What follows belongs to an exercise in optimizing a design on an open flow for small area, a short achievable clock period and few clock cycles per item; a production flow would make more cautious choices. The RTL was checked by simulation tests, not by an equivalence proof against the original design. Power is estimated from default activity; no workload was simulated.

$ cat design/flow/design.v
`timescale 1ns/1ps
`default_nettype none
package cube_pkg;
    localparam int color_w       = 3;
    localparam int sticker_count = 54;
    typedef logic [sticker_count*color_w-1:0] cube_state_t;
endpackage
`default_nettype wire
`timescale 1ns/1ps
`default_nettype none
package move_pkg;
    localparam int move_w     = 4;
    localparam int move_count = 50;
    typedef logic [move_count*move_w-1:0] move_list_t;
endpackage
`default_nettype wire
`timescale 1ns/1ps
`default_nettype none
module move_decoder (
    input  logic [3:0]  code,
    output logic [11:0] sel
);
    always_comb begin
        for (int i = 0; i < 12; i++) sel[i] = (code == 4'(i + 2));
    end
endmodule
module move_active (
    input  logic [3:0] code,
    output logic       act
);
    assign act = (code[3:1] != 3'b000) && (code[3:1] != 3'b111);
endmodule
`default_nettype wire
`timescale 1ns/1ps
`default_nettype none
module cube_turner (
    input  logic [11:0]  sel,
    input  logic [143:0] cube_i,
    output logic [143:0] cube_o
);
    wire keep0 = ~(sel[2] | sel[3] | sel[6] | sel[7] | sel[8] | sel[9]);
    wire keep1 = ~(sel[2] | sel[3] | sel[4] | sel[5] | sel[6] | sel[7]);
    wire keep2 = ~(sel[0] | sel[1] | sel[2] | sel[3] | sel[4] | sel[5]);
    wire keep3 = ~(sel[0] | sel[1] | sel[2] | sel[3] | sel[8] | sel[9]);
    wire keep4 = ~(sel[6] | sel[7] | sel[8] | sel[9] | sel[10] | sel[11]);
    wire keep5 = ~(sel[4] | sel[5] | sel[6] | sel[7] | sel[10] | sel[11]);
    wire keep6 = ~(sel[0] | sel[1] | sel[4] | sel[5] | sel[10] | sel[11]);
    wire keep7 = ~(sel[0] | sel[1] | sel[8] | sel[9] | sel[10] | sel[11]);
    wire keep8 = ~(sel[2] | sel[3] | sel[8] | sel[9]);
    wire keep9 = ~(sel[2] | sel[3] | sel[6] | sel[7]);
    wire keep10 = ~(sel[2] | sel[3] | sel[4] | sel[5]);
    wire keep11 = ~(sel[0] | sel[1] | sel[2] | sel[3]);
    wire keep12 = ~(sel[6] | sel[7] | sel[10] | sel[11]);
    wire keep13 = ~(sel[4] | sel[5] | sel[6] | sel[7]);
    wire keep14 = ~(sel[6] | sel[7] | sel[8] | sel[9]);
    wire keep15 = ~(sel[0] | sel[1] | sel[4] | sel[5]);
    wire keep16 = ~(sel[4] | sel[5] | sel[10] | sel[11]);
    wire keep17 = ~(sel[0] | sel[1] | sel[10] | sel[11]);
    wire keep18 = ~(sel[0] | sel[1] | sel[8] | sel[9]);
    wire keep19 = ~(sel[8] | sel[9] | sel[10] | sel[11]);
    assign cube_o[0 +: 3] = ({3{keep0}} & cube_i[0 +: 3])
                         | ({3{sel[2]}} & cube_i[3 +: 3])
                         | ({3{sel[3]}} & cube_i[9 +: 3])
                         | ({3{sel[6]}} & cube_i[48 +: 3])
                         | ({3{sel[7]}} & cube_i[24 +: 3])
                         | ({3{sel[8]}} & cube_i[36 +: 3])
                         | ({3{sel[9]}} & cube_i[12 +: 3]);
    assign cube_o[3 +: 3] = ({3{keep1}} & cube_i[3 +: 3])
                         | ({3{sel[2]}} & cube_i[6 +: 3])
                         | ({3{sel[3]}} & cube_i[0 +: 3])
                         | ({3{sel[4]}} & cube_i[15 +: 3])
                         | ({3{sel[5]}} & cube_i[39 +: 3])
                         | ({3{sel[6]}} & cube_i[51 +: 3])
                         | ({3{sel[7]}} & cube_i[27 +: 3]);
    assign cube_o[6 +: 3] = ({3{keep2}} & cube_i[6 +: 3])
                         | ({3{sel[0]}} & cube_i[30 +: 3])
                         | ({3{sel[1]}} & cube_i[54 +: 3])
                         | ({3{sel[2]}} & cube_i[9 +: 3])
                         | ({3{sel[3]}} & cube_i[3 +: 3])
                         | ({3{sel[4]}} & cube_i[18 +: 3])
                         | ({3{sel[5]}} & cube_i[42 +: 3]);
    assign cube_o[9 +: 3] = ({3{keep3}} & cube_i[9 +: 3])
                         | ({3{sel[0]}} & cube_i[33 +: 3])
                         | ({3{sel[1]}} & cube_i[57 +: 3])
                         | ({3{sel[2]}} & cube_i[0 +: 3])
                         | ({3{sel[3]}} & cube_i[6 +: 3])
                         | ({3{sel[8]}} & cube_i[45 +: 3])
                         | ({3{sel[9]}} & cube_i[21 +: 3]);
    assign cube_o[12 +: 3] = ({3{keep4}} & cube_i[12 +: 3])
                         | ({3{sel[6]}} & cube_i[15 +: 3])
                         | ({3{sel[7]}} & cube_i[21 +: 3])
                         | ({3{sel[8]}} & cube_i[0 +: 3])
                         | ({3{sel[9]}} & cube_i[66 +: 3])
                         | ({3{sel[10]}} & cube_i[57 +: 3])
                         | ({3{sel[11]}} & cube_i[27 +: 3]);
    assign cube_o[15 +: 3] = ({3{keep5}} & cube_i[15 +: 3])
                         | ({3{sel[4]}} & cube_i[69 +: 3])
                         | ({3{sel[5]}} & cube_i[3 +: 3])
                         | ({3{sel[6]}} & cube_i[18 +: 3])
                         | ({3{sel[7]}} & cube_i[12 +: 3])
                         | ({3{sel[10]}} & cube_i[48 +: 3])
                         | ({3{sel[11]}} & cube_i[30 +: 3]);
    assign cube_o[18 +: 3] = ({3{keep1}} & cube_i[18 +: 3])
                         | ({3{sel[2]}} & cube_i[33 +: 3])
                         | ({3{sel[3]}} & cube_i[51 +: 3])
                         | ({3{sel[4]}} & cube_i[60 +: 3])
                         | ({3{sel[5]}} & cube_i[6 +: 3])
                         | ({3{sel[6]}} & cube_i[21 +: 3])
                         | ({3{sel[7]}} & cube_i[15 +: 3]);
    assign cube_o[21 +: 3] = ({3{keep0}} & cube_i[21 +: 3])
                         | ({3{sel[2]}} & cube_i[24 +: 3])
                         | ({3{sel[3]}} & cube_i[54 +: 3])
                         | ({3{sel[6]}} & cube_i[12 +: 3])
                         | ({3{sel[7]}} & cube_i[18 +: 3])
                         | ({3{sel[8]}} & cube_i[9 +: 3])
                         | ({3{sel[9]}} & cube_i[63 +: 3]);
    assign cube_o[24 +: 3] = ({3{keep1}} & cube_i[24 +: 3])
                         | ({3{sel[2]}} & cube_i[39 +: 3])
                         | ({3{sel[3]}} & cube_i[21 +: 3])
                         | ({3{sel[4]}} & cube_i[27 +: 3])
                         | ({3{sel[5]}} & cube_i[33 +: 3])
                         | ({3{sel[6]}} & cube_i[0 +: 3])
                         | ({3{sel[7]}} & cube_i[60 +: 3]);
    assign cube_o[27 +: 3] = ({3{keep5}} & cube_i[27 +: 3])
                         | ({3{sel[4]}} & cube_i[30 +: 3])
                         | ({3{sel[5]}} & cube_i[24 +: 3])
                         | ({3{sel[6]}} & cube_i[3 +: 3])
                         | ({3{sel[7]}} & cube_i[63 +: 3])
                         | ({3{sel[10]}} & cube_i[12 +: 3])
                         | ({3{sel[11]}} & cube_i[42 +: 3]);
    assign cube_o[30 +: 3] = ({3{keep6}} & cube_i[30 +: 3])
                         | ({3{sel[0]}} & cube_i[66 +: 3])
                         | ({3{sel[1]}} & cube_i[6 +: 3])
                         | ({3{sel[4]}} & cube_i[33 +: 3])
                         | ({3{sel[5]}} & cube_i[27 +: 3])
                         | ({3{sel[10]}} & cube_i[15 +: 3])
                         | ({3{sel[11]}} & cube_i[45 +: 3]);
    assign cube_o[33 +: 3] = ({3{keep2}} & cube_i[33 +: 3])
                         | ({3{sel[0]}} & cube_i[69 +: 3])
                         | ({3{sel[1]}} & cube_i[9 +: 3])
                         | ({3{sel[2]}} & cube_i[36 +: 3])
                         | ({3{sel[3]}} & cube_i[18 +: 3])
                         | ({3{sel[4]}} & cube_i[24 +: 3])
                         | ({3{sel[5]}} & cube_i[30 +: 3]);
    assign cube_o[36 +: 3] = ({3{keep3}} & cube_i[36 +: 3])
                         | ({3{sel[0]}} & cube_i[39 +: 3])
                         | ({3{sel[1]}} & cube_i[45 +: 3])
                         | ({3{sel[2]}} & cube_i[51 +: 3])
                         | ({3{sel[3]}} & cube_i[33 +: 3])
                         | ({3{sel[8]}} & cube_i[66 +: 3])
                         | ({3{sel[9]}} & cube_i[0 +: 3]);
    assign cube_o[39 +: 3] = ({3{keep2}} & cube_i[39 +: 3])
                         | ({3{sel[0]}} & cube_i[42 +: 3])
                         | ({3{sel[1]}} & cube_i[36 +: 3])
                         | ({3{sel[2]}} & cube_i[54 +: 3])
                         | ({3{sel[3]}} & cube_i[24 +: 3])
                         | ({3{sel[4]}} & cube_i[3 +: 3])
                         | ({3{sel[5]}} & cube_i[69 +: 3]);
    assign cube_o[42 +: 3] = ({3{keep6}} & cube_i[42 +: 3])
                         | ({3{sel[0]}} & cube_i[45 +: 3])
                         | ({3{sel[1]}} & cube_i[39 +: 3])
                         | ({3{sel[4]}} & cube_i[6 +: 3])
                         | ({3{sel[5]}} & cube_i[60 +: 3])
                         | ({3{sel[10]}} & cube_i[27 +: 3])
                         | ({3{sel[11]}} & cube_i[57 +: 3]);
    assign cube_o[45 +: 3] = ({3{keep7}} & cube_i[45 +: 3])
                         | ({3{sel[0]}} & cube_i[36 +: 3])
                         | ({3{sel[1]}} & cube_i[42 +: 3])
                         | ({3{sel[8]}} & cube_i[63 +: 3])
                         | ({3{sel[9]}} & cube_i[9 +: 3])
                         | ({3{sel[10]}} & cube_i[30 +: 3])
                         | ({3{sel[11]}} & cube_i[48 +: 3]);
    assign cube_o[48 +: 3] = ({3{keep4}} & cube_i[48 +: 3])
                         | ({3{sel[6]}} & cube_i[60 +: 3])
                         | ({3{sel[7]}} & cube_i[0 +: 3])
                         | ({3{sel[8]}} & cube_i[51 +: 3])
                         | ({3{sel[9]}} & cube_i[57 +: 3])
                         | ({3{sel[10]}} & cube_i[45 +: 3])
                         | ({3{sel[11]}} & cube_i[15 +: 3]);
    assign cube_o[51 +: 3] = ({3{keep0}} & cube_i[51 +: 3])
                         | ({3{sel[2]}} & cube_i[18 +: 3])
                         | ({3{sel[3]}} & cube_i[36 +: 3])
                         | ({3{sel[6]}} & cube_i[63 +: 3])
                         | ({3{sel[7]}} & cube_i[3 +: 3])
                         | ({3{sel[8]}} & cube_i[54 +: 3])
                         | ({3{sel[9]}} & cube_i[48 +: 3]);
    assign cube_o[54 +: 3] = ({3{keep3}} & cube_i[54 +: 3])
                         | ({3{sel[0]}} & cube_i[6 +: 3])
                         | ({3{sel[1]}} & cube_i[66 +: 3])
                         | ({3{sel[2]}} & cube_i[21 +: 3])
                         | ({3{sel[3]}} & cube_i[39 +: 3])
                         | ({3{sel[8]}} & cube_i[57 +: 3])
                         | ({3{sel[9]}} & cube_i[51 +: 3]);
    assign cube_o[57 +: 3] = ({3{keep7}} & cube_i[57 +: 3])
                         | ({3{sel[0]}} & cube_i[9 +: 3])
                         | ({3{sel[1]}} & cube_i[69 +: 3])
                         | ({3{sel[8]}} & cube_i[48 +: 3])
                         | ({3{sel[9]}} & cube_i[54 +: 3])
                         | ({3{sel[10]}} & cube_i[42 +: 3])
                         | ({3{sel[11]}} & cube_i[12 +: 3]);
    assign cube_o[60 +: 3] = ({3{keep5}} & cube_i[60 +: 3])
                         | ({3{sel[4]}} & cube_i[42 +: 3])
                         | ({3{sel[5]}} & cube_i[18 +: 3])
                         | ({3{sel[6]}} & cube_i[24 +: 3])
                         | ({3{sel[7]}} & cube_i[48 +: 3])
                         | ({3{sel[10]}} & cube_i[63 +: 3])
                         | ({3{sel[11]}} & cube_i[69 +: 3]);
    assign cube_o[63 +: 3] = ({3{keep4}} & cube_i[63 +: 3])
                         | ({3{sel[6]}} & cube_i[27 +: 3])
                         | ({3{sel[7]}} & cube_i[51 +: 3])
                         | ({3{sel[8]}} & cube_i[21 +: 3])
                         | ({3{sel[9]}} & cube_i[45 +: 3])
                         | ({3{sel[10]}} & cube_i[66 +: 3])
                         | ({3{sel[11]}} & cube_i[60 +: 3]);
    assign cube_o[66 +: 3] = ({3{keep7}} & cube_i[66 +: 3])
                         | ({3{sel[0]}} & cube_i[54 +: 3])
                         | ({3{sel[1]}} & cube_i[30 +: 3])
                         | ({3{sel[8]}} & cube_i[12 +: 3])
                         | ({3{sel[9]}} & cube_i[36 +: 3])
                         | ({3{sel[10]}} & cube_i[69 +: 3])
                         | ({3{sel[11]}} & cube_i[63 +: 3]);
    assign cube_o[69 +: 3] = ({3{keep6}} & cube_i[69 +: 3])
                         | ({3{sel[0]}} & cube_i[57 +: 3])
                         | ({3{sel[1]}} & cube_i[33 +: 3])
                         | ({3{sel[4]}} & cube_i[39 +: 3])
                         | ({3{sel[5]}} & cube_i[15 +: 3])
                         | ({3{sel[10]}} & cube_i[60 +: 3])
                         | ({3{sel[11]}} & cube_i[66 +: 3]);
    assign cube_o[72 +: 3] = ({3{keep8}} & cube_i[72 +: 3])
                         | ({3{sel[2]}} & cube_i[75 +: 3])
                         | ({3{sel[3]}} & cube_i[81 +: 3])
                         | ({3{sel[8]}} & cube_i[117 +: 3])
                         | ({3{sel[9]}} & cube_i[93 +: 3]);
    assign cube_o[75 +: 3] = ({3{keep9}} & cube_i[75 +: 3])
                         | ({3{sel[2]}} & cube_i[78 +: 3])
                         | ({3{sel[3]}} & cube_i[72 +: 3])
                         | ({3{sel[6]}} & cube_i[120 +: 3])
                         | ({3{sel[7]}} & cube_i[102 +: 3]);
    assign cube_o[78 +: 3] = ({3{keep10}} & cube_i[78 +: 3])
                         | ({3{sel[2]}} & cube_i[81 +: 3])
                         | ({3{sel[3]}} & cube_i[75 +: 3])
                         | ({3{sel[4]}} & cube_i[87 +: 3])
                         | ({3{sel[5]}} & cube_i[111 +: 3]);
    assign cube_o[81 +: 3] = ({3{keep11}} & cube_i[81 +: 3])
                         | ({3{sel[0]}} & cube_i[96 +: 3])
                         | ({3{sel[1]}} & cube_i[126 +: 3])
                         | ({3{sel[2]}} & cube_i[72 +: 3])
                         | ({3{sel[3]}} & cube_i[78 +: 3]);
    assign cube_o[84 +: 3] = ({3{keep12}} & cube_i[84 +: 3])
                         | ({3{sel[6]}} & cube_i[87 +: 3])
                         | ({3{sel[7]}} & cube_i[93 +: 3])
                         | ({3{sel[10]}} & cube_i[123 +: 3])
                         | ({3{sel[11]}} & cube_i[99 +: 3]);
    assign cube_o[87 +: 3] = ({3{keep13}} & cube_i[87 +: 3])
                         | ({3{sel[4]}} & cube_i[138 +: 3])
                         | ({3{sel[5]}} & cube_i[78 +: 3])
                         | ({3{sel[6]}} & cube_i[90 +: 3])
                         | ({3{sel[7]}} & cube_i[84 +: 3]);
    assign cube_o[90 +: 3] = ({3{keep9}} & cube_i[90 +: 3])
                         | ({3{sel[2]}} & cube_i[105 +: 3])
                         | ({3{sel[3]}} & cube_i[129 +: 3])
                         | ({3{sel[6]}} & cube_i[93 +: 3])
                         | ({3{sel[7]}} & cube_i[87 +: 3]);
    assign cube_o[93 +: 3] = ({3{keep14}} & cube_i[93 +: 3])
                         | ({3{sel[6]}} & cube_i[84 +: 3])
                         | ({3{sel[7]}} & cube_i[90 +: 3])
                         | ({3{sel[8]}} & cube_i[72 +: 3])
                         | ({3{sel[9]}} & cube_i[132 +: 3]);
    assign cube_o[96 +: 3] = ({3{keep15}} & cube_i[96 +: 3])
                         | ({3{sel[0]}} & cube_i[141 +: 3])
                         | ({3{sel[1]}} & cube_i[81 +: 3])
                         | ({3{sel[4]}} & cube_i[105 +: 3])
                         | ({3{sel[5]}} & cube_i[99 +: 3]);
    assign cube_o[99 +: 3] = ({3{keep16}} & cube_i[99 +: 3])
                         | ({3{sel[4]}} & cube_i[96 +: 3])
                         | ({3{sel[5]}} & cube_i[102 +: 3])
                         | ({3{sel[10]}} & cube_i[84 +: 3])
                         | ({3{sel[11]}} & cube_i[114 +: 3]);
    assign cube_o[102 +: 3] = ({3{keep13}} & cube_i[102 +: 3])
                         | ({3{sel[4]}} & cube_i[99 +: 3])
                         | ({3{sel[5]}} & cube_i[105 +: 3])
                         | ({3{sel[6]}} & cube_i[75 +: 3])
                         | ({3{sel[7]}} & cube_i[135 +: 3]);
    assign cube_o[105 +: 3] = ({3{keep10}} & cube_i[105 +: 3])
                         | ({3{sel[2]}} & cube_i[108 +: 3])
                         | ({3{sel[3]}} & cube_i[90 +: 3])
                         | ({3{sel[4]}} & cube_i[102 +: 3])
                         | ({3{sel[5]}} & cube_i[96 +: 3]);
    assign cube_o[108 +: 3] = ({3{keep11}} & cube_i[108 +: 3])
                         | ({3{sel[0]}} & cube_i[111 +: 3])
                         | ({3{sel[1]}} & cube_i[117 +: 3])
                         | ({3{sel[2]}} & cube_i[129 +: 3])
                         | ({3{sel[3]}} & cube_i[105 +: 3]);
    assign cube_o[111 +: 3] = ({3{keep15}} & cube_i[111 +: 3])
                         | ({3{sel[0]}} & cube_i[114 +: 3])
                         | ({3{sel[1]}} & cube_i[108 +: 3])
                         | ({3{sel[4]}} & cube_i[78 +: 3])
                         | ({3{sel[5]}} & cube_i[138 +: 3]);
    assign cube_o[114 +: 3] = ({3{keep17}} & cube_i[114 +: 3])
                         | ({3{sel[0]}} & cube_i[117 +: 3])
                         | ({3{sel[1]}} & cube_i[111 +: 3])
                         | ({3{sel[10]}} & cube_i[99 +: 3])
                         | ({3{sel[11]}} & cube_i[123 +: 3]);
    assign cube_o[117 +: 3] = ({3{keep18}} & cube_i[117 +: 3])
                         | ({3{sel[0]}} & cube_i[108 +: 3])
                         | ({3{sel[1]}} & cube_i[114 +: 3])
                         | ({3{sel[8]}} & cube_i[132 +: 3])
                         | ({3{sel[9]}} & cube_i[72 +: 3]);
    assign cube_o[120 +: 3] = ({3{keep14}} & cube_i[120 +: 3])
                         | ({3{sel[6]}} & cube_i[135 +: 3])
                         | ({3{sel[7]}} & cube_i[75 +: 3])
                         | ({3{sel[8]}} & cube_i[129 +: 3])
                         | ({3{sel[9]}} & cube_i[123 +: 3]);
    assign cube_o[123 +: 3] = ({3{keep19}} & cube_i[123 +: 3])
                         | ({3{sel[8]}} & cube_i[120 +: 3])
                         | ({3{sel[9]}} & cube_i[126 +: 3])
                         | ({3{sel[10]}} & cube_i[114 +: 3])
                         | ({3{sel[11]}} & cube_i[84 +: 3]);
    assign cube_o[126 +: 3] = ({3{keep18}} & cube_i[126 +: 3])
                         | ({3{sel[0]}} & cube_i[81 +: 3])
                         | ({3{sel[1]}} & cube_i[141 +: 3])
                         | ({3{sel[8]}} & cube_i[123 +: 3])
                         | ({3{sel[9]}} & cube_i[129 +: 3]);
    assign cube_o[129 +: 3] = ({3{keep8}} & cube_i[129 +: 3])
                         | ({3{sel[2]}} & cube_i[90 +: 3])
                         | ({3{sel[3]}} & cube_i[108 +: 3])
                         | ({3{sel[8]}} & cube_i[126 +: 3])
                         | ({3{sel[9]}} & cube_i[120 +: 3]);
    assign cube_o[132 +: 3] = ({3{keep19}} & cube_i[132 +: 3])
                         | ({3{sel[8]}} & cube_i[93 +: 3])
                         | ({3{sel[9]}} & cube_i[117 +: 3])
                         | ({3{sel[10]}} & cube_i[141 +: 3])
                         | ({3{sel[11]}} & cube_i[135 +: 3]);
    assign cube_o[135 +: 3] = ({3{keep12}} & cube_i[135 +: 3])
                         | ({3{sel[6]}} & cube_i[102 +: 3])
                         | ({3{sel[7]}} & cube_i[120 +: 3])
                         | ({3{sel[10]}} & cube_i[132 +: 3])
                         | ({3{sel[11]}} & cube_i[138 +: 3]);
    assign cube_o[138 +: 3] = ({3{keep16}} & cube_i[138 +: 3])
                         | ({3{sel[4]}} & cube_i[111 +: 3])
                         | ({3{sel[5]}} & cube_i[87 +: 3])
                         | ({3{sel[10]}} & cube_i[135 +: 3])
                         | ({3{sel[11]}} & cube_i[141 +: 3]);
    assign cube_o[141 +: 3] = ({3{keep17}} & cube_i[141 +: 3])
                         | ({3{sel[0]}} & cube_i[126 +: 3])
                         | ({3{sel[1]}} & cube_i[96 +: 3])
                         | ({3{sel[10]}} & cube_i[138 +: 3])
                         | ({3{sel[11]}} & cube_i[132 +: 3]);
endmodule
`default_nettype wire
`timescale 1ns/1ps
`default_nettype none
module cube_move_engine (
    input  logic                  clock,
    input  logic                  rst,
    input  move_pkg::move_list_t  moves_input,
    input  logic                  new_moves_ready,
    input  cube_pkg::cube_state_t cubestate_input,
    output cube_pkg::cube_state_t cubestate_updated,
    output logic                  state_updated
);
    localparam int K   = 2;   
    localparam int A   = 1;   
    localparam int NCM = 3;   
    logic [NCM+1:0] busy_q;
    logic         done_q;      
    logic [143:0] cube_q;      
    logic [17:0]  center_q;    
    logic [199:0] moves_q;     
    logic [11:0]  sel1_q, sel1n_q;
    wire          idle = ~busy_q[0];
    wire  [199:0] moves_in = moves_input << (4*A);
    logic [143:0] ch [0:K];
    logic [11:0]  sel [1:K];
    logic [3:0]   code [1:K];
    assign code[2] = idle ? moves_input[199-4*0 -: 4] : moves_q[199-4*1 -: 4];
    move_decoder u_dec2 (.code(code[2]), .sel(sel[2]));
    assign ch[0] = cube_q;
    logic [143:0] cin;
    for (genvar g = 0; g < NCM; g++) begin : g_cin
        localparam int lo = g*144/NCM;
        localparam int hi = (g+1)*144/NCM - 1;
        assign cin[hi:lo] = busy_q[1+g] ? ch[1][hi:lo] : cubestate_input[hi:lo];
    end
    logic [143:0] ch1a, ch1b;
    wire  [11:0]  sel1a = sel1_q;
    wire  [11:0]  sel1b = ~sel1n_q;
    cube_turner u_turn1a (.sel(sel1a), .cube_i(ch[0]), .cube_o(ch1a));
    cube_turner u_turn1b (.sel(sel1b), .cube_i(ch[0]), .cube_o(ch1b));
    assign ch[1] = {ch1b[143:72], ch1a[71:0]};
    cube_turner u_turn2 (.sel(sel[2]), .cube_i(cin), .cube_o(ch[2]));
    wire  [143:0] cube_d = ch[K];
    wire  [199:0] moves_d = busy_q[NCM+1] ? (moves_q << (4*K)) : moves_in;
    logic [49:0]  act_q, act_i;
    for (genvar g = 0; g < 50; g++) begin : g_act
        move_active u_act_q (.code(moves_q[4*g +: 4]), .act(act_q[g]));
        move_active u_act_i (.code(moves_input[4*g +: 4]), .act(act_i[g]));
    end
    wire          fin_q = ~|act_q[49-K:0];
    wire          fin_i = ~|act_i[49-A:0];
    logic [11:0]  sel1_d;
    move_decoder u_dec_next (.code(moves_d[199 -: 4]), .sel(sel1_d));
    always_ff @(posedge clock) begin
        if (rst) begin
            busy_q <= '0;
            done_q <= 1'b0;
        end else begin
            for (int c = 0; c < NCM + 2; c++)
                busy_q[c] <= busy_q[c] ? ~fin_q : (new_moves_ready & ~fin_i);
            done_q <= busy_q[0] ? fin_q : (new_moves_ready & fin_i);
        end
    end
    always_ff @(posedge clock) begin
        cube_q  <= cube_d;
        moves_q <= moves_d;
        sel1_q  <= sel1_d;
        sel1n_q <= ~sel1_d;
        if (idle) center_q <= cubestate_input[161:144];
    end
    assign cubestate_updated = {center_q, cube_q};
    assign state_updated     = done_q;
endmodule
`default_nettype wire
$ cat design/flow/flow/run.sh
#!/bin/bash
# The standard layout, with the ports buffered by the smallest buffer (buf_1) instead of
# the clkdlybuf4s50_1 that buffer_ports picks by default; the resizer still upsizes any
# port buffer that timing needs. Everything else is standard.sh unchanged.
set -euo pipefail
echo 'export BUFFER_PORTS_ARGS = -buffer_cell sky130_fd_sc_hd__buf_1' >> config.mk
bash standard.sh > standard_flow.log 2>&1
$ cat design/flow/standard.sh
#!/bin/bash
# synth_recipe.tcl (not shown) runs the flow's synth.tcl, then flattens the netlist and writes it again
# the make line also repeats each setting of config.mk as NAME=value (left out here)
make -C /OpenROAD-flow-scripts/flow DESIGN_CONFIG=/design/flow/config.mk WORK_HOME=/design/flow/orfs CLKGATE_MAP_FILE= SYNTH_SCRIPT=/design/flow/synth_recipe.tcl "${@:-finish}"
$ cat design/flow/config.mk
export PLATFORM = sky130hd
export DESIGN_NAME = cube_move_engine
export DESIGN_NICKNAME = cube_move_engine
export VERILOG_FILES = /design/flow/design.v
export SDC_FILE = /design/flow/constraint.sdc
export NUM_CORES = 4
export LEC_CHECK = 0
export CAP_MARGIN = 20
export CORE_MARGIN = 2
export CORE_UTILIZATION = 40
export CTS_CLUSTER_DIAMETER = 80
export CTS_CLUSTER_SIZE = 20
export SETUP_SLACK_MARGIN = 2.5
export SLEW_MARGIN = 20
export BUFFER_PORTS_ARGS = -buffer_cell sky130_fd_sc_hd__buf_1
$ cat design/flow/constraint.sdc
create_clock -name core_clock -period 5.0 [get_ports {clock}]
set_input_delay 1.0000 -clock core_clock [delete_from_list [all_inputs] [get_ports {clock}]]
set_output_delay 1.0000 -clock core_clock [all_outputs]
set_load 0.01 [all_outputs]
==> impl_metrics.toml, run 1 <==
[min_path]
hp-start = "g_act[30].u_act_q.code[0]"
min_path_type = "flip-flop to flip-flop"
hold_end = "g_act[32].u_act_q.code[0]"
whs_path_depth = 1

[timing]
tightest_slew_ns = 1.19
drv_slew = 0
fin_tns_setup_ns = 0
min_period_over_period_pct = 50.5
finalHoldViolations = 0
grt_setup_unrepaired = "true"
clock_skew_ns = 0.0137
fmax_ghz = 0.396
finalSetupViolations = 0
min_period_ns = 2.53
relSlewSlack_pct = 20.4

[floorplanning]
die_h_um = 242
num_rows = 87
die_x_um = 242
die_area_um2 = 58500
core_area_um2 = 56200
ioPinCount = 528
initial_core_util_pct = 40.3

[finish]
drive_above_1_share_pct = 14.4
final_cells = 3914
final_cell_mix = "527 x buf_1, 351 x dfxtp_1, 339 x a22oi_1, 214 x nor2_1, 193 x nand2_1"
regArea_um2 = 7900
multi_input_area_um2 = 13700
nets = 3499
fillCellCount = 5661
synthToLayoutAreaGrowth_pct = 17.3
final_common_cell = "buf_1"

[clock_tree]
cts_tree = "built"
clkSinkCount = 384
htreeDepth = 1
cts-root-buf = "clkbuf_16"
cts_buffers = 27
clk_pin_slew_worst_paths_ns = 0.08
clock_latency_ns = 0.60
clock_path_buffers = 3

[logic_synthesis]
syn_area_um2 = 22600
yosys.area.top_type_share_pct = 32.4
synth_cell_types = 50
async_flop_share_pct = 0
yosys_most_used_dff = "dfxtp_1"
synth_area_leaders = "dfxtp_1 32%, a22oi_1 11%, mux2_2 9.3%, a222oi_1 6.7%, o22ai_1 5.2%"
synth_warnings = 7
syn_nets = 3083
avgSynthCellArea_um2 = 8.33
synth_edf_count = 18
ys_seq_elements = 384
synth_area_leader_cell = "dfxtp_1"
synthCells = 2718
ys_seq_area_share_pct = 34.8

[outcome]
outcome = "timing/DRC/antenna clean"

[worst_setup_path]
critical_path_arrival_ns = 2.99
cpPeakStageDelay_ns = 0.50
cp_slowest_cell = "buf_4"
path_class = "flip-flop to flip-flop"
r2r-start = "sel1_q[4]"
reg2regPathDepth = 7
end_kind = "flip-flop"
crit_fanout = 37
r2r_end = "cube_q[39]"
crit_required_ns = 5.46
setup.worst_path.start_class = "flip-flop"
reg2reg_slack_ns = 2.47
crit_chain = "buf_4 -> nor4_1 -> and2_2 -> a21oi_1 -> nor2_2 -> a222oi_1 -> nand3_1"

[route]
via_per_inst = 7.11
wl_per_cell_um = 31.2
num_vias = 27818
drt-total-wl_um = 122000
first_iter_violations = 5268
drt_first_pass_iters = 15
drtAntennaViolNets = 0
drc = 0

[pwr]
vdd_drop_max_mv = 0.257
power_density_nw_per_um2 = 423
leakage_uw = 0.00939

[placement]
io_buffers = 527
dpl.hpwl_um = 85000
dpl.cell_count = 3829
gp_congestion = 0.986

[grt]
first_global_vias = 26461
antenna_found_initial = 13
grt_max_degree = 131
grtUsageTotal_pct = 38.9
grt_pass1_wl_um = 175000
grt.overflow.total = 0

[job]
cap_violations = 0
==> flip-flops by register name, summed over array words and instances (netlist names) <==
signal	count
sel1_q	12
cube_q	144
center_q	18
busy_q	5
sel1n_q	12
done_q	1
g_act.u_act_q.code	192
==> per-stage QoR <==
stage               util [%]  setup WS, ns  power [uW]  cell area, um^2  hold slack (ns)
finish                  47.3          2.47       11200            26500            0.457
global route            47.2          2.33       11500            26500            0.473
CTS                     46.6          2.50       10900            26200            0.460
detailed placement      44.5          1.49        8540            25000            0.441
global placement        44.4          1.60        8530            25000            0.435
floorplan                  -          2.62        6600            22600            0.433
==> report_power, final <==
part / switching, uW / internal, uW / leakage (uW)
logic: 2700 / 1320 / 0.00571
clock network: 1240 / 1070 / 0.000409
registers: 1210 / 3700 / 0.00327
total: 5140 / 6090 / 0.00939
==> worst max-delay path: cells and delay by family, from the launching register on <==
family | cells | cell delay [ns]
buffers and inverters | 1 | 0.50
AO/OA/AOI/OAI | 2 | 0.66
AND/OR/NAND/NOR | 4 | 0.77
flip-flops | 1 | 0.41
==> timing repair <==
action | 4_1_cts | 5_1_grt
pin swaps | 8 | 5
hold buffers | 0 | 0
gates resized for setup | 59 | 79
cloned | 5 | 0
endpoints found under the setup margin | 148 | 154
endpoints found under the hold margin | 0 | 0
setup buffers | 19 | 8
==> cell families after synthesis <==
kind of cell | after synthesis | share of synthesized area [%]
AO/OA/AOI/OAI | 872 | 29.5
buffers and inverters | 325 | 6.34
flip-flops | 384 | 34.8
multiplexers | 189 | 9.48
AND/OR/NAND/NOR | 948 | 20.0
==> final cells by class <==
cell class                 instances  area share [%]
clock inverter                    11           0.438
clock buffer                      34            2.76
timing repair buffer             610            10.2
timing repair inverter             1          0.0283
inverter                          97            1.40
tap                              756            3.56
sequential                       384            29.8
antenna                            8          0.0754
multi-input combinational       2013            51.8
==> Yosys cell counts, types with 2 or more instances <==
cell type,number
dfxtp_1,366
a22oi_1,339
nor2_1,281
nand2_1,195
o22ai_1,188
mux2_2,186
nand3_1,183
a222oi_1,151
buf_2,98
inv_1,96
clkbuf_1,94
and3_1,78
nor3_1,76
a2111oi_0,72
nand4_1,61
a21oi_1,59
a221oi_1,23
or3_1,22
buf_1,20
edfxtp_1,18
a31oi_1,14
nor2_2,11
nor4_1,10
buf_6,9
nor2b_1,9
and2_1,6
buf_4,6
nor3_4,6
o21ai_0,6
o32ai_1,6
a32o_1,3
nand2b_1,3
nor3_2,3
a21o_1,2
nor4_4,2
o22a_1,2
==> layer usage <==
| layer | routed length [um] | vias up | GRT usage [%] | share of wire [%] |
|---|---|---|---|---|
| met5 | 69 | - | 0.163 | 0.057 |
| met4 | 7140 | 10 | 19.0 | 5.8 |
| met3 | 15900 | 564 | 10.8 | 13 |
| met2 | 54800 | 2429 | 62.2 | 45 |
| met1 | 44200 | 13223 | 48.1 | 36 |
| li1 | - | 11592 | - | - |
==> worst max path at each step <==
stage	end	from	cells after the start	slack [ns]
after floorplan	busy_q[0]	moves_input[175]	5	2.62
after global routing	cube_q[104]	busy_q[3]	8	2.33
after global placement	cube_q[40]	moves_input[199]	7	1.60
after detailed placement	cube_q[10]	moves_input[199]	7	1.49
final	cube_q[39]	sel1_q[4]	7	2.47
after CTS	cube_q[2]	sel1_q[3]	6	2.50
Testbench counts, summed over its fixed seeds: cycles 5,878, items 320.
==> run 2: changes to the inputs <==
--- a/design/flow/config.mk
+++ b/design/flow/config.mk
@@ -9,3 +9,3 @@
 export CORE_MARGIN = 2
-export CORE_UTILIZATION = 40
+export CORE_UTILIZATION = 30
 export CTS_CLUSTER_DIAMETER = 80
==> run 2 against run 1 <==
Sequential power about the same. Synthesized area unchanged. Register-to-register slack worse by 0.05 ns. Critical path depth down 1. Combinational power about the same. Clock skew up 0.024 ns.
==> impl_metrics.toml, run 2 <==
[outcome]
outcome = "timing/DRC/antenna clean"

[timing]
relSlewSlack_pct = 19.2
min_period_over_period_pct = 51.5
finalHoldViolations = 0
grt_setup_unrepaired = "true"
fin_tns_setup_ns = 0
setup_slack_ns = 2.43
min_period_ns = 2.57
finalSetupViolations = 0
drv_slew = 0
clock_skew_ns = 0.0374
tightest_slew_ns = 1.20
fmax_ghz = 0.388

[clock_tree]
cts-root-buf = "clkbuf_16"
clk_pin_slew_worst_paths_ns = 0.08
cts_buffers = 30
htreeDepth = 1
clkSinkCount = 384
clock_path_buffers = 3
cts_tree = "built"
clock_latency_ns = 0.63

[floorplanning]
initial_core_util_pct = 30.3
core_area_um2 = 74600
die_h_um = 279
num_rows = 100
ioPinCount = 528
die_area_um2 = 77700
die_x_um = 279

[worst_setup_path]
path_class = "flip-flop to flip-flop"
crit_required_ns = 5.47
critical_path_arrival_ns = 3.04
crit_chain = "clkinvlp_4 -> buf_4 -> a2111oi_0 -> nor2_1 -> a22oi_1 -> nand3_1"
reg2regPathDepth = 6
crit_buf_inv = 2
path_depth = 6
crit_family = "compound AO/OA/AOI/OAI gates"
setup.worst_path.start_class = "flip-flop"
cpPeakStageDelay_ns = 0.64
crit_fanout = 36
end_kind = "flip-flop"
cp_slowest_cell = "a2111oi_0"

[route]
first_iter_violations = 5684
wl_per_cell_um = 29.8
drt-total-wl_um = 123000
drtAntennaViolNets = 0
via_per_inst = 6.68
drt_first_pass_iters = 20
num_vias = 27508
drc = 0

[pwr]
p_sw_uw = 5270
p_int_uw = 6260
power_density_nw_per_um2 = 426
vdd_drop_max_mv = 0.337
p_clk_share_pct = 22.4
leakage_uw = 0.00946
power_frac_seq_pct = 42.8
sw_frac_of_total_pct = 45.7
power_frac_comb_pct = 34.8

[placement]
io_buffers = 527
dpl.hpwl_um = 87100
post-place-ws_ns = 1.49
gp_congestion = 1.05

[logic_synthesis]
ys_seq_area_share_pct = 34.8
synth_most_common_cell = "dfxtp_1"
synth_area_leader_cell = "dfxtp_1"
synth_cell_types = 50
avgSynthCellArea_um2 = 8.33
yosys.area.top_type_share_pct = 32.4
syn_area_um2 = 22600
ys_seq_elements = 384
synth_edf_count = 18
syn_nets = 3083
yosys_most_used_dff = "dfxtp_1"
synth_warnings = 7
synthCells = 2718
synth_area_leaders = "dfxtp_1 32%, a22oi_1 11%, mux2_2 9.3%, a222oi_1 6.7%, o22ai_1 5.2%"
synth_top_cells_by_count = "366 x dfxtp_1, 339 x a22oi_1, 281 x nor2_1"
async_flop_share_pct = 0

[grt]
first_global_vias = 25948
grtUsageTotal_pct = 29.6
grt_pass1_wl_um = 176000
grt_max_degree = 145
grt.overflow.total = 0
antenna_found_initial = 7

[finish]
regArea_um2 = 7900
synthToLayoutAreaGrowth_pct = 19.6
drive_above_1_share_pct = 14.3
nets = 3491
multi_input_area_um2 = 13900
utilization_pct = 36.3
final_cell_mix = "527 x buf_1, 348 x dfxtp_1, 339 x a22oi_1, 234 x nor2_1, 195 x nand2_1"
fillCellCount = 7928
largest_reg_flops = 192
final_common_cell = "buf_1"

[min_path]
whs_path_depth = 1
min_path_type = "flip-flop to flip-flop"

[job]
cap_violations = 0
run 2: cell count changes in the layout (fill, tap and decap cells not counted), moves of 5 or more:
cell	previous run	this run
a2111oi_0	68	44
nor2_2	67	45
nor2_1	214	234
buf_4	69	58
a2111oi_2	0	10
a2111oi_1	4	11
a2111oi_4	0	7
a31oi_2	12	6
a21oi_1	59	54
a21oi_2	0	5
a31oi_1	2	7
dfxtp_2	10	15
diode_2	8	3
run 2: layer usage:
layer | GRT usage, % | part of all wire [%] | vias to the layer above
met2 | 49.0 | 45 | 2533
li1 | - | - | 11567
met5 | 0 | 0.029 | -
met1 | 35.2 | 35 | 12815
met4 | 14.2 | 6.6 | 6
met3 | 8.50 | 13 | 587
run 2: worst paths after layout:
kind | start | endpoint | slack (ns)
hold reg to reg | g_act[29].u_act_q.code[0] | g_act[31].u_act_q.code[0] | 0.46
hold / removal | g_act[29].u_act_q.code[0] | g_act[31].u_act_q.code[0] | 0.46
setup / recovery | busy_q[3] | cube_q[98] | 2.43
setup reg to reg | busy_q[3] | cube_q[98] | 2.43
run 2: power by group through the flow:
stage	Sequential [uW]	Combinational, uW	Clock [uW]
2_1_floorplan	4450	2150	0
3_3_place_gp	4900	3650	0
3_5_place_dp	4880	3630	0
4_1_cts	4820	3710	2610
5_1_grt	4940	4210	2700
6_report	4940	4010	2580
run 2: timing repair:
| action | CTS | global route |
|---|---|---|
| hold buffers | 0 | 0 |
| buffers inserted | 6 | 12 |
| pin swaps | 5 | 5 |
| resized for setup | 83 | 90 |
| endpoints found under the setup margin | 152 | 152 |
| gates cloned | 3 | 0 |
run 2: final cells by class:
type | count | share of cell area, %
multi-input combinational | 2012 | 51.4
timing repair buffer | 601 | 9.82
clock buffer | 32 | 2.88
inverter | 97 | 1.37
antenna | 3 | 0.0277
tap | 969 | 4.48
clock inverter | 19 | 0.832
sequential | 384 | 29.2
run 2: cells by family after synthesis:
group / after synthesis / synth area share, %
AOI/OAI and AO/OA: 872 / 29.5
muxes: 189 / 9.48
buffers and inverters: 325 / 6.34
and+or+nand+nor: 948 / 20.0
DFF: 384 / 34.8
run 2: metrics by stage:
step / cell area [um^2] / std cells / power, uW / hold slack [ns]
final: 27100 / 4117 / 11500 / 0.460
after global routing: 27100 / 4114 / 11800 / 0.470
after CTS: 26500 / 4102 / 11100 / 0.462
after detailed placement: 25200 / 4042 / 8510 / 0.442
after global placement: 25200 / 4042 / 8550 / 0.437
after floorplan: 22600 / 2718 / 6600 / 0.433
==> run 3: changes to the inputs <==
--- a/design/flow/config.mk
+++ b/design/flow/config.mk
@@ -9,3 +9,3 @@
 export CORE_MARGIN = 2
-export CORE_UTILIZATION = 30
+export CORE_UTILIZATION = 50
 export CTS_CLUSTER_DIAMETER = 80
==> run 3 against run 2 <==
Still clean. Clock skew down 0.0052 ns. Sequential share of layout area up 0.64 points. Register-to-register slack worse by 0.09 ns. Power down 2.2%. Critical endpoint is now cube_q[5]. Hold slack better by 0.00084 ns. Maximum frequency down 3.3%.
==> impl_metrics.toml, run 3 <==
[outcome]
outcome = "timing/DRC/antenna clean"

[worst_setup_path]
crit_chain = "buf_4 -> nor2_4 -> and2_2 -> a21oi_1 -> nor2_1 -> a222oi_1 -> nand3_1"
cp_slowest_cell = "nor2_1"
cpPeakStageDelay_ns = 0.56
end_kind = "flip-flop"
crit_family = "simple AND/OR/NAND/NOR gates"
crit_required_ns = 5.52
path_class = "flip-flop to flip-flop"
setup.worst_path.start_class = "flip-flop"
critical_path_arrival_ns = 3.19
crit_buf_inv = 1
crit_fanout = 37

[placement]
dpl.cell_count = 3656
gp_congestion = 1.07
io_buffers = 527
dpl.hpwl_um = 82400
post-place-ws_ns = 1.50

[logic_synthesis]
ys_seq_area_share_pct = 34.8
avgSynthCellArea_um2 = 8.33
async_flop_share_pct = 0
synth_edf_count = 18
synth_warnings = 7
synth_top_cells_by_count = "366 x dfxtp_1, 339 x a22oi_1, 281 x nor2_1"
syn_nets = 3083
synth_area_leaders = "dfxtp_1 32%, a22oi_1 11%, mux2_2 9.3%, a222oi_1 6.7%, o22ai_1 5.2%"
ys_seq_elements = 384
synthCells = 2718
yosys.area.top_type_share_pct = 32.4
synth_most_common_cell = "dfxtp_1"
yosys_most_used_dff = "dfxtp_1"
syn_area_um2 = 22600
synth_cell_types = 50
synth_area_leader_cell = "dfxtp_1"

[grt]
first_global_vias = 26690
grt_max_degree = 100
grt.overflow.total = 0
grtUsageTotal_pct = 49.0
antenna_found_initial = 16
grt_pass1_wl_um = 175000

[job]
cap_violations = 0

[timing]
grt_setup_unrepaired = "true"
min_period_ns = 2.66
setup_slack_ns = 2.34
min_period_over_period_pct = 53.3
relSlewSlack_pct = 30.1
clock_skew_ns = 0.0322
drv_slew = 0
fmax_ghz = 0.376
finalSetupViolations = 0
tightest_slew_ns = 1.04
finalHoldViolations = 0
hold_slack_ns = 0.460
fin_tns_setup_ns = 0

[finish]
final_cell_mix = "520 x buf_1, 339 x a22oi_1, 339 x dfxtp_1, 231 x nor2_1, 192 x nand2_1"
final_common_cell = "buf_1"
drive_above_1_share_pct = 14.8
final_cells = 3758
synthToLayoutAreaGrowth_pct = 17.3
largest_reg_flops = 192
nets = 3508

[route]
first_iter_violations = 8034
drc = 0
wl_per_cell_um = 32.4
num_vias = 28889
via_per_inst = 7.69
drt-total-wl_um = 122000
drtAntennaViolNets = 0
drt_first_pass_iters = 15

[clock_tree]
cts_tree = "built"
clk_pin_slew_worst_paths_ns = 0.08
clock_latency_ns = 0.59
clock_path_buffers = 3
htreeDepth = 1
clkSinkCount = 384
hold_buffers = 0
cts_buffers = 25
cts-root-buf = "clkbuf_16"

[pwr]
power_frac_comb_pct = 37.3
p_int_uw = 6000
p_clk_share_pct = 18.6
leakage_uw = 0.00949
vdd_drop_max_mv = 0.312
finalPower_uw = 11300
power_density_nw_per_um2 = 425
p_sw_uw = 5280
power_frac_seq_pct = 44.1
sw_frac_of_total_pct = 46.8

[floorplanning]
initial_core_util_pct = 51.0
die_area_um2 = 47000
die_h_um = 217
die_x_um = 217
num_rows = 77
ioPinCount = 528
core_area_um2 = 44400

[min_path]
min_path_type = "flip-flop to flip-flop"
[run 3: cell counts after synthesis]
No cell type changed its count.
[run 3: final timing paths]
path	start	end	slack, ns	cells past startpoint
max	sel1_q[6]	cube_q[5]	2.34	7
min	g_act[37].u_act_q.code[0]	g_act[39].u_act_q.code[0]	0.46	1
max reg2reg	sel1_q[6]	cube_q[5]	2.34	7
min reg2reg	g_act[37].u_act_q.code[0]	g_act[39].u_act_q.code[0]	0.46	1
[run 3: cell families (layout without fill, tap and decap cells)]
group	after synthesis	count (layout)	share of synthesized area (%)
mux	189	189	9.48
flops	384	384	34.8
buf+inv	325	755	6.34
simple gates	948	954	20.0
other cells	0	12	0
compound gates	872	872	29.5
[run 3: power by group through the flow]
stage	clock network (uW)	registers [uW]	logic (uW)
finish	2100	4980	4210
global route	2180	4940	4340
CTS	2090	4790	3770
detailed placement	0	4850	3680
global placement	0	4840	3670
floorplan	0	4450	2150
[run 3: layout make-up]
cell class	instances	area, um^2
inverters	97	367
diodes	12	30.0
well taps	592	741
clock inverters	8	78.8
repair buffers	620	2910
flip-flops and latches	384	7920
fillers	4123	17900
multi-input cells	2015	13900
clock buffers	30	654
[run 3: layer usage]
metal,track usage (%),up-vias,wire (um)
met4,27.7,10,10700
met2,69.5,3094,47900
li1,-,11602,-
met3,22.4,889,21000
met5,0,-,87
met1,61.1,13294,42000
[run 3: timing repair]
action                                  4_1_cts  5_1_grt
pin swaps                                     9       25
setup buffers                                11       32
gates resized for setup                      60      132
gates cloned                                  6        3
endpoints found under the setup margin      148      167
endpoints found under the hold margin         0        0
[run 3: per-stage QoR]
| stage | cell area, um^2 | util, % |
|---|---|---|
| 3_3_place_gp | 24700 | 55.6 |
| 5_1_grt | 26500 | 59.7 |
| 6_report | 26600 | 59.8 |
| 4_1_cts | 25800 | 58.0 |
| 3_5_place_dp | 24700 | 55.7 |
| 2_1_floorplan | 22600 | - |
[run 3: worst register-to-register path: stages, from the launching register on]
cell      delay [ns]
dfxtp_1         0.33
buf_4           0.29
nor2_4          0.41
and2_2          0.48
a21oi_1         0.16
nor2_1          0.56
a222oi_1        0.25
nand3_1         0.13
==> run 4: changes to the inputs <==
--- a/design/flow/config.mk
+++ b/design/flow/config.mk
@@ -9,6 +9,6 @@
 export CORE_MARGIN = 2
-export CORE_UTILIZATION = 50
+export CORE_UTILIZATION = 40
 export CTS_CLUSTER_DIAMETER = 80
 export CTS_CLUSTER_SIZE = 20
-export SETUP_SLACK_MARGIN = 2.5
+export SETUP_SLACK_MARGIN = 2.7
 export SLEW_MARGIN = 20
==> run 4 against run 3 <==
Synthesized cell count stayed put. Wire length hardly changed. Sequential power is 0.8% lower. Clock power is 14% higher. Synthesized area stayed put. Critical path type unchanged.
==> impl_metrics.toml, run 4 <==
[timing]
fmax_ghz = 0.421
drv_slew = 0
fin_tns_setup_ns = 0
relSlewSlack_pct = 36.3
tightest_slew_ns = 0.949
min_period_ns = 2.37
finalSetupViolations = 0
min_period_over_period_pct = 47.5
finalHoldViolations = 0
grt_setup_unrepaired = "true"
clock_skew_ns = 0.0287
hold_slack_ns = 0.457

[logic_synthesis]
ys_seq_elements = 384
yosys_most_used_dff = "dfxtp_1"
synth_warnings = 7
synth_area_leader_cell = "dfxtp_1"
synth_edf_count = 18
synth_cell_types = 50
async_flop_share_pct = 0
ys_seq_area_share_pct = 34.8
synthCells = 2718
syn_nets = 3083
avgSynthCellArea_um2 = 8.33
synth_area_leaders = "dfxtp_1 32%, a22oi_1 11%, mux2_2 9.3%, a222oi_1 6.7%, o22ai_1 5.2%"
yosys.area.top_type_share_pct = 32.4
synth_top_cells_by_count = "366 x dfxtp_1, 339 x a22oi_1, 281 x nor2_1"
synth_most_common_cell = "dfxtp_1"
syn_area_um2 = 22600

[grt]
grt.overflow.total = 0
grt_pass1_wl_um = 175000
grtUsageTotal_pct = 38.8
first_global_vias = 26148
grt_max_degree = 61
antenna_found_initial = 17

[floorplanning]
die_x_um = 242
core_area_um2 = 56200
initial_core_util_pct = 40.3
die_area_um2 = 58500
die_h_um = 242
ioPinCount = 528
num_rows = 87

[pwr]
finalPower_uw = 11500
power_density_nw_per_um2 = 422
vdd_drop_max_mv = 0.263
leakage_uw = 0.00965

[clock_tree]
clock_path_buffers = 3
clk_pin_slew_worst_paths_ns = 0.08
cts-root-buf = "clkbuf_16"
clock_latency_ns = 0.62
clkSinkCount = 384
htreeDepth = 1
cts_buffers = 27
cts_tree = "built"

[route]
wl_met1_um = 42900
num_vias = 27824
drc = 0
wl_per_cell_um = 31.0
drt-total-wl_um = 122000
top_layer = "met5"
drt_first_pass_iters = 13
routed-wl-met2_um = 53900
wl_met3_um = 16800
via_per_inst = 7.09
first_iter_violations = 5790
drtAntennaViolNets = 0

[finish]
largest_reg_flops = 192
final_cells = 3926
final_common_cell = "buf_1"
final_cell_mix = "518 x buf_1, 339 x a22oi_1, 289 x dfxtp_1, 210 x nor2_1, 187 x o22ai_1"
nets = 3515
drive_above_1_share_pct = 18.2
synthToLayoutAreaGrowth_pct = 20.7
fillCellCount = 5697

[min_path]
min_path_type = "flip-flop to flip-flop"

[job]
cap_violations = 0

[worst_setup_path]
critical_path_arrival_ns = 2.92
crit_fanout = 25
crit_required_ns = 5.55
path_class = "flip-flop to flip-flop"
end_kind = "flip-flop"
setup.worst_path.start_class = "flip-flop"

[placement]
io_buffers = 527
gp_congestion = 1.01
dpl.cell_count = 3827
dpl.hpwl_um = 83800

[outcome]
outcome = "timing/DRC/antenna clean"
[run 4: cell count changes in the layout (fill, tap and decap cells not counted), sizes merged]
cell | before | now
buf | 611 | 625
bufinv | 0 | 2
clkbuf | 39 | 34
clkinv | 4 | 5
clkinvlp | 1 | 2
diode | 12 | 5
nor2 | 294 | 295
nor3 | 89 | 86
[run 4: cells by family (layout without fill, tap and decap cells)]
kind of cell / Yosys count / count (layout) / share of synthesized area, %
AOI/OAI and AO/OA: 872 / 872 / 29.5
DFF: 384 / 384 / 34.8
and+or+nand+nor: 948 / 952 / 20.0
muxes: 189 / 189 / 9.48
buffers and inverters: 325 / 768 / 6.34
other: 0 / 5 / 0
[run 4: worst paths after layout]
kind / cells after the start / slack [ns] / endpoint / start
min reg2reg: 1 / 0.46 / g_act[43].u_act_q.code[0] / g_act[41].u_act_q.code[0]
max reg2reg: 7 / 2.63 / cube_q[106] / sel1n_q[5]
min: 1 / 0.46 / g_act[43].u_act_q.code[0] / g_act[41].u_act_q.code[0]
max: 7 / 2.63 / cube_q[106] / sel1n_q[5]
[run 4: metrics by stage]
| step | cell area (um^2) | utilization (%) | worst slack, ns |
|---|---|---|---|
| final | 27300 | 48.6 | 2.63 |
| after global routing | 27300 | 48.6 | 2.61 |
| after CTS | 26800 | 47.7 | 2.67 |
| after detailed placement | 24900 | 44.4 | 1.55 |
| after global placement | 24900 | 44.4 | 1.60 |
| after floorplan | 22600 | - | 2.70 |
[run 4: layout make-up]
cell class	count	area, um^2	area share [%]
flip-flops and latches	384	8040	29.4
diodes	5	12.5	0.0458
well taps	756	946	3.46
clock buffers	32	694	2.54
inverters	97	373	1.37
repair buffers	627	3030	11.1
multi-input cells	2013	14000	51.3
clock inverters	12	193	0.705
[run 4: what timing repair did]
action / 4_1_cts / 5_1_grt
pin swaps: 21 / 15
cloned: 4 / 0
hold buffers: 0 / 0
gates resized for setup: 238 / 114
setup endpoints to repair: 273 / 165
buffers inserted: 29 / 17
[run 4: critical path: stages, from the launching register on]
cell,delay [ns]
dfxtp_1,0.32
buf_4,0.37
nand2_2,0.25
nor2_4,0.38
a2111oi_0,0.18
nor2_1,0.49
a22oi_1,0.18
nand3_1,0.11
[run 4: where the power goes]
part	internal, uW	switching, uW
Combinational	1420	2790
Sequential	3770	1160
Clock	1140	1250
Total	6330	5200
[run 4: layer usage]
layer  global-route usage, %  vias up
li1                        -    11626
met1                    48.1    13097
met2                    61.4     2500
met3                    11.2      583
met4                    19.7       18
met5                       0        -
==> run 5: changes to the inputs <==
--- a/design/flow/config.mk
+++ b/design/flow/config.mk
@@ -12,3 +12,3 @@
 export CTS_CLUSTER_SIZE = 20
-export SETUP_SLACK_MARGIN = 2.7
+export SETUP_SLACK_MARGIN = 2.9
 export SLEW_MARGIN = 20
==> run 5 against run 4 <==
First-iteration DRC count grew 8.1%. Clock skew grew 0.027 ns. Combinational power grew 49%. Clock-buffer cell count shrank 1. Global-route usage grew 3.3 points. Power grew 16%. Maximum frequency grew 1.4%. Final cell count grew 5.5%. Critical path depth is the same. Sequential cell count is the same. Worst setup slack gained 0.033 ns. Sequential power shrank 3%. Largest power group is now combinational logic.
==> impl_metrics.toml, run 5 <==
[outcome]
outcome = "timing/DRC/antenna clean"

[min_path]
min_path_type = "flip-flop to flip-flop"

[route]
drtAntennaViolNets = 0
drc = 0
via_per_inst = 7.20
drt-total-wl_um = 136000
wl_per_cell_um = 32.8
drt_first_pass_iters = 14
num_vias = 29822
first_iter_violations = 6259

[floorplanning]
core_area_um2 = 56200
num_rows = 87
die_area_um2 = 58500
ioPinCount = 528
die_x_um = 242
die_h_um = 242
initial_core_util_pct = 40.3

[worst_setup_path]
crit_buf_inv = 1
cpPeakStageDelay_ns = 0.41
crit_chain = "buf_1 -> and3_1 -> o22ai_1 -> a221oi_1 -> o221ai_1 -> nor3_4 -> o22ai_1"
crit_required_ns = 5.45
crit_fanout = 6
cp_slowest_cell = "a221oi_1"
end_kind = "flip-flop"
crit_family = "compound AO/OA/AOI/OAI gates"
crit_top_cell = "o22ai_1"
critical_path_arrival_ns = 2.79
path_class = "input port to flip-flop"
setup.worst_path.start_class = "input port"

[timing]
clock_skew_ns = 0.0552
drv_slew = 0
fin_tns_setup_ns = 0
min_period_ns = 2.34
finalHoldViolations = 0
finalSetupViolations = 0
tightest_slew_ns = 0.995
min_period_over_period_pct = 46.8
relSlewSlack_pct = 33.5
grt_setup_unrepaired = "true"
fmax_ghz = 0.427

[logic_synthesis]
synth_area_leader_cell = "dfxtp_1"
syn_area_um2 = 22600
synthXorXnorAreaFrac_pct = 0
syn_nets = 3083
avgSynthCellArea_um2 = 8.33
synth_compound_area_share_pct = 29.5
synth_cell_types = 50
synth_area_leaders = "dfxtp_1 32%, a22oi_1 11%, mux2_2 9.3%, a222oi_1 6.7%, o22ai_1 5.2%"
synth_most_common_cell = "dfxtp_1"
synthCells = 2718
synthAdderAreaFrac_pct = 0
synth_simple_gate_area_share_pct = 20.0
synth_top_cells_by_count = "366 x dfxtp_1, 339 x a22oi_1, 281 x nor2_1"
synth_top_family_by_area = "compound AO/OA/AOI/OAI gates"
synth_edf_count = 18
ys_seq_elements = 384
synth_warnings = 7
yosys_most_used_dff = "dfxtp_1"
async_flop_share_pct = 0
ys_seq_area_share_pct = 34.8
muxShareOfSynthArea_pct = 9.48
yosys.area.top_type_share_pct = 32.4

[finish]
nets = 3733
final_cell_mix = "361 x buf_1, 313 x a22oi_1, 241 x buf_4, 208 x dfxtp_1, 199 x nor2_1"
largest_reg_flops = 192
final_common_cell = "buf_1"
utilization_pct = 56.3
synthToLayoutAreaGrowth_pct = 39.7
drive_above_1_share_pct = 33.2

[clock_tree]
cts_buffers = 26
cts-root-buf = "clkbuf_16"
hold_buffers = 0
clkSinkCount = 384
clock_path_buffers = 3
clock_latency_ns = 0.63
cts_tree = "built"
clk_pin_slew_worst_paths_ns = 0.08
htreeDepth = 1

[pwr]
power_density_nw_per_um2 = 421
leakage_uw = 0.0118
vdd_drop_max_mv = 0.288

[grt]
first_global_vias = 27483
grt_pass1_wl_um = 187000
antenna_found_initial = 12
grt.overflow.total = 0
grtUsageTotal_pct = 42.1
grt_max_degree = 108

[placement]
gp_congestion = 1.06
io_buffers = 527
dpl.hpwl_um = 84800

[job]
cap_violations = 0
run 5: worst paths after layout:
check                                  from                   endpoint  slack (ns)  cells past startpoint
setup reg to reg                 sel1_q[11]                 cube_q[21]        2.76                      7
hold / removal    g_act[26].u_act_q.code[0]  g_act[28].u_act_q.code[0]        0.46                      1
hold reg to reg   g_act[26].u_act_q.code[0]  g_act[28].u_act_q.code[0]        0.46                      1
setup / recovery           moves_input[193]                  busy_q[0]        2.66                      7
run 5: kinds of logic (layout without fill, tap and decap cells):
family | count (synthesis) | in the layout
mux | 189 | 190
compound gates | 872 | 872
other cells | 0 | 4
buf+inv | 325 | 981
simple gates | 948 | 955
flops | 384 | 384
run 5: routing by layer:
| metal | track usage (%) | routed length [um] |
|---|---|---|
| met5 | 0 | 112 |
| met4 | 25.5 | 12000 |
| met3 | 15.1 | 20300 |
| met2 | 65.4 | 57900 |
| met1 | 49.7 | 45300 |
run 5: worst register-to-register path, delay by kind of cell, from the launching register on:
| family | cells | cell delay, ns |
|---|---|---|
| AOI/OAI and AO/OA | 3 | 0.95 |
| DFF | 1 | 0.47 |
| buffers and inverters | 2 | 0.45 |
| and+or+nand+nor | 2 | 0.30 |
run 5: through the flow:
stage / hold slack (ns) / total power (uW) / area [um^2] / worst slack, ns / instances
detailed placement: 0.440 / 8550 / 25200 / 1.64 / 3824
CTS: 0.463 / 12400 / 29800 / 2.76 / 4055
global route: 0.470 / 13600 / 31600 / 2.64 / 4140
global placement: 0.437 / 8550 / 25200 / 1.68 / 3824
floorplan: 0.433 / 6680 / 23100 / 2.70 / 2718
finish: 0.458 / 13300 / 31600 / 2.66 / 4142
run 5: layout make-up:
cell class | instances | area (um^2)
Sequential cell | 384 | 8380
Inverter | 97 | 380
Antenna cell | 4 | 10.0
Clock buffer | 31 | 669
Tap cell | 756 | 946
Clock inverter | 11 | 165
Timing Repair inverter | 1 | 7.51
Multi-Input combinational cell | 2017 | 15000
Fill cell | 5201 | 24500
Timing Repair Buffer | 841 | 6100
run 5: what timing repair did:
action / 4_1_cts / 5_1_grt
pin swaps: 53 / 72
resized for setup: 774 / 243
endpoints found under the setup margin: 313 / 251
endpoints found under the hold margin: 0 / 0
setup buffers: 179 / 74
cloned: 10 / 9
run 5: report_power, final:
group	switching, uW	internal, uW	total (uW)
Combinational	3750	2490	6240
Clock	1230	1090	2320
Sequential	884	3890	4770

[what the ideal ports hide]
The results above use ideal ports. As a check the final layouts listed here were re-extracted and re-timed, cells and wires unchanged. Step 1 assumes that a clkbuf_16 drives the clock port and a buf_2 every other input. Step 2 times the ports against the registers' clock, not the clock port: input delays grow and output delays shrink by t, the midpoint of the rising clock arrivals with the driver on. Slacks: ideal / step 1 / step 2; pairs: ideal / step 1.
| run | shift t [ns] | slack for setup (ns) | worst slew at a driven data input, ns |
|---|---|---|---|
| run 1 | 0.652 | 2.473 / 2.416 / 1.913 | 0.09 |
| run 2 | 0.663 | 2.426 / 2.426 / 1.795 | 0.16 |
| run 3 | 0.637 | 2.337 / 2.319 / 1.847 | 0.24 |
| run 4 | 0.671 | 2.625 / 2.625 / 2.050 | 0.10 |
| run 5 | 0.662 | 2.658 / 2.697 / 2.035 | 0.11 |
After both steps setup and hold are still met in every run listed. For run 2, which loses most, drivers alone change the setup slack by 0.000 ns; drivers and shift together by -0.631 ns.
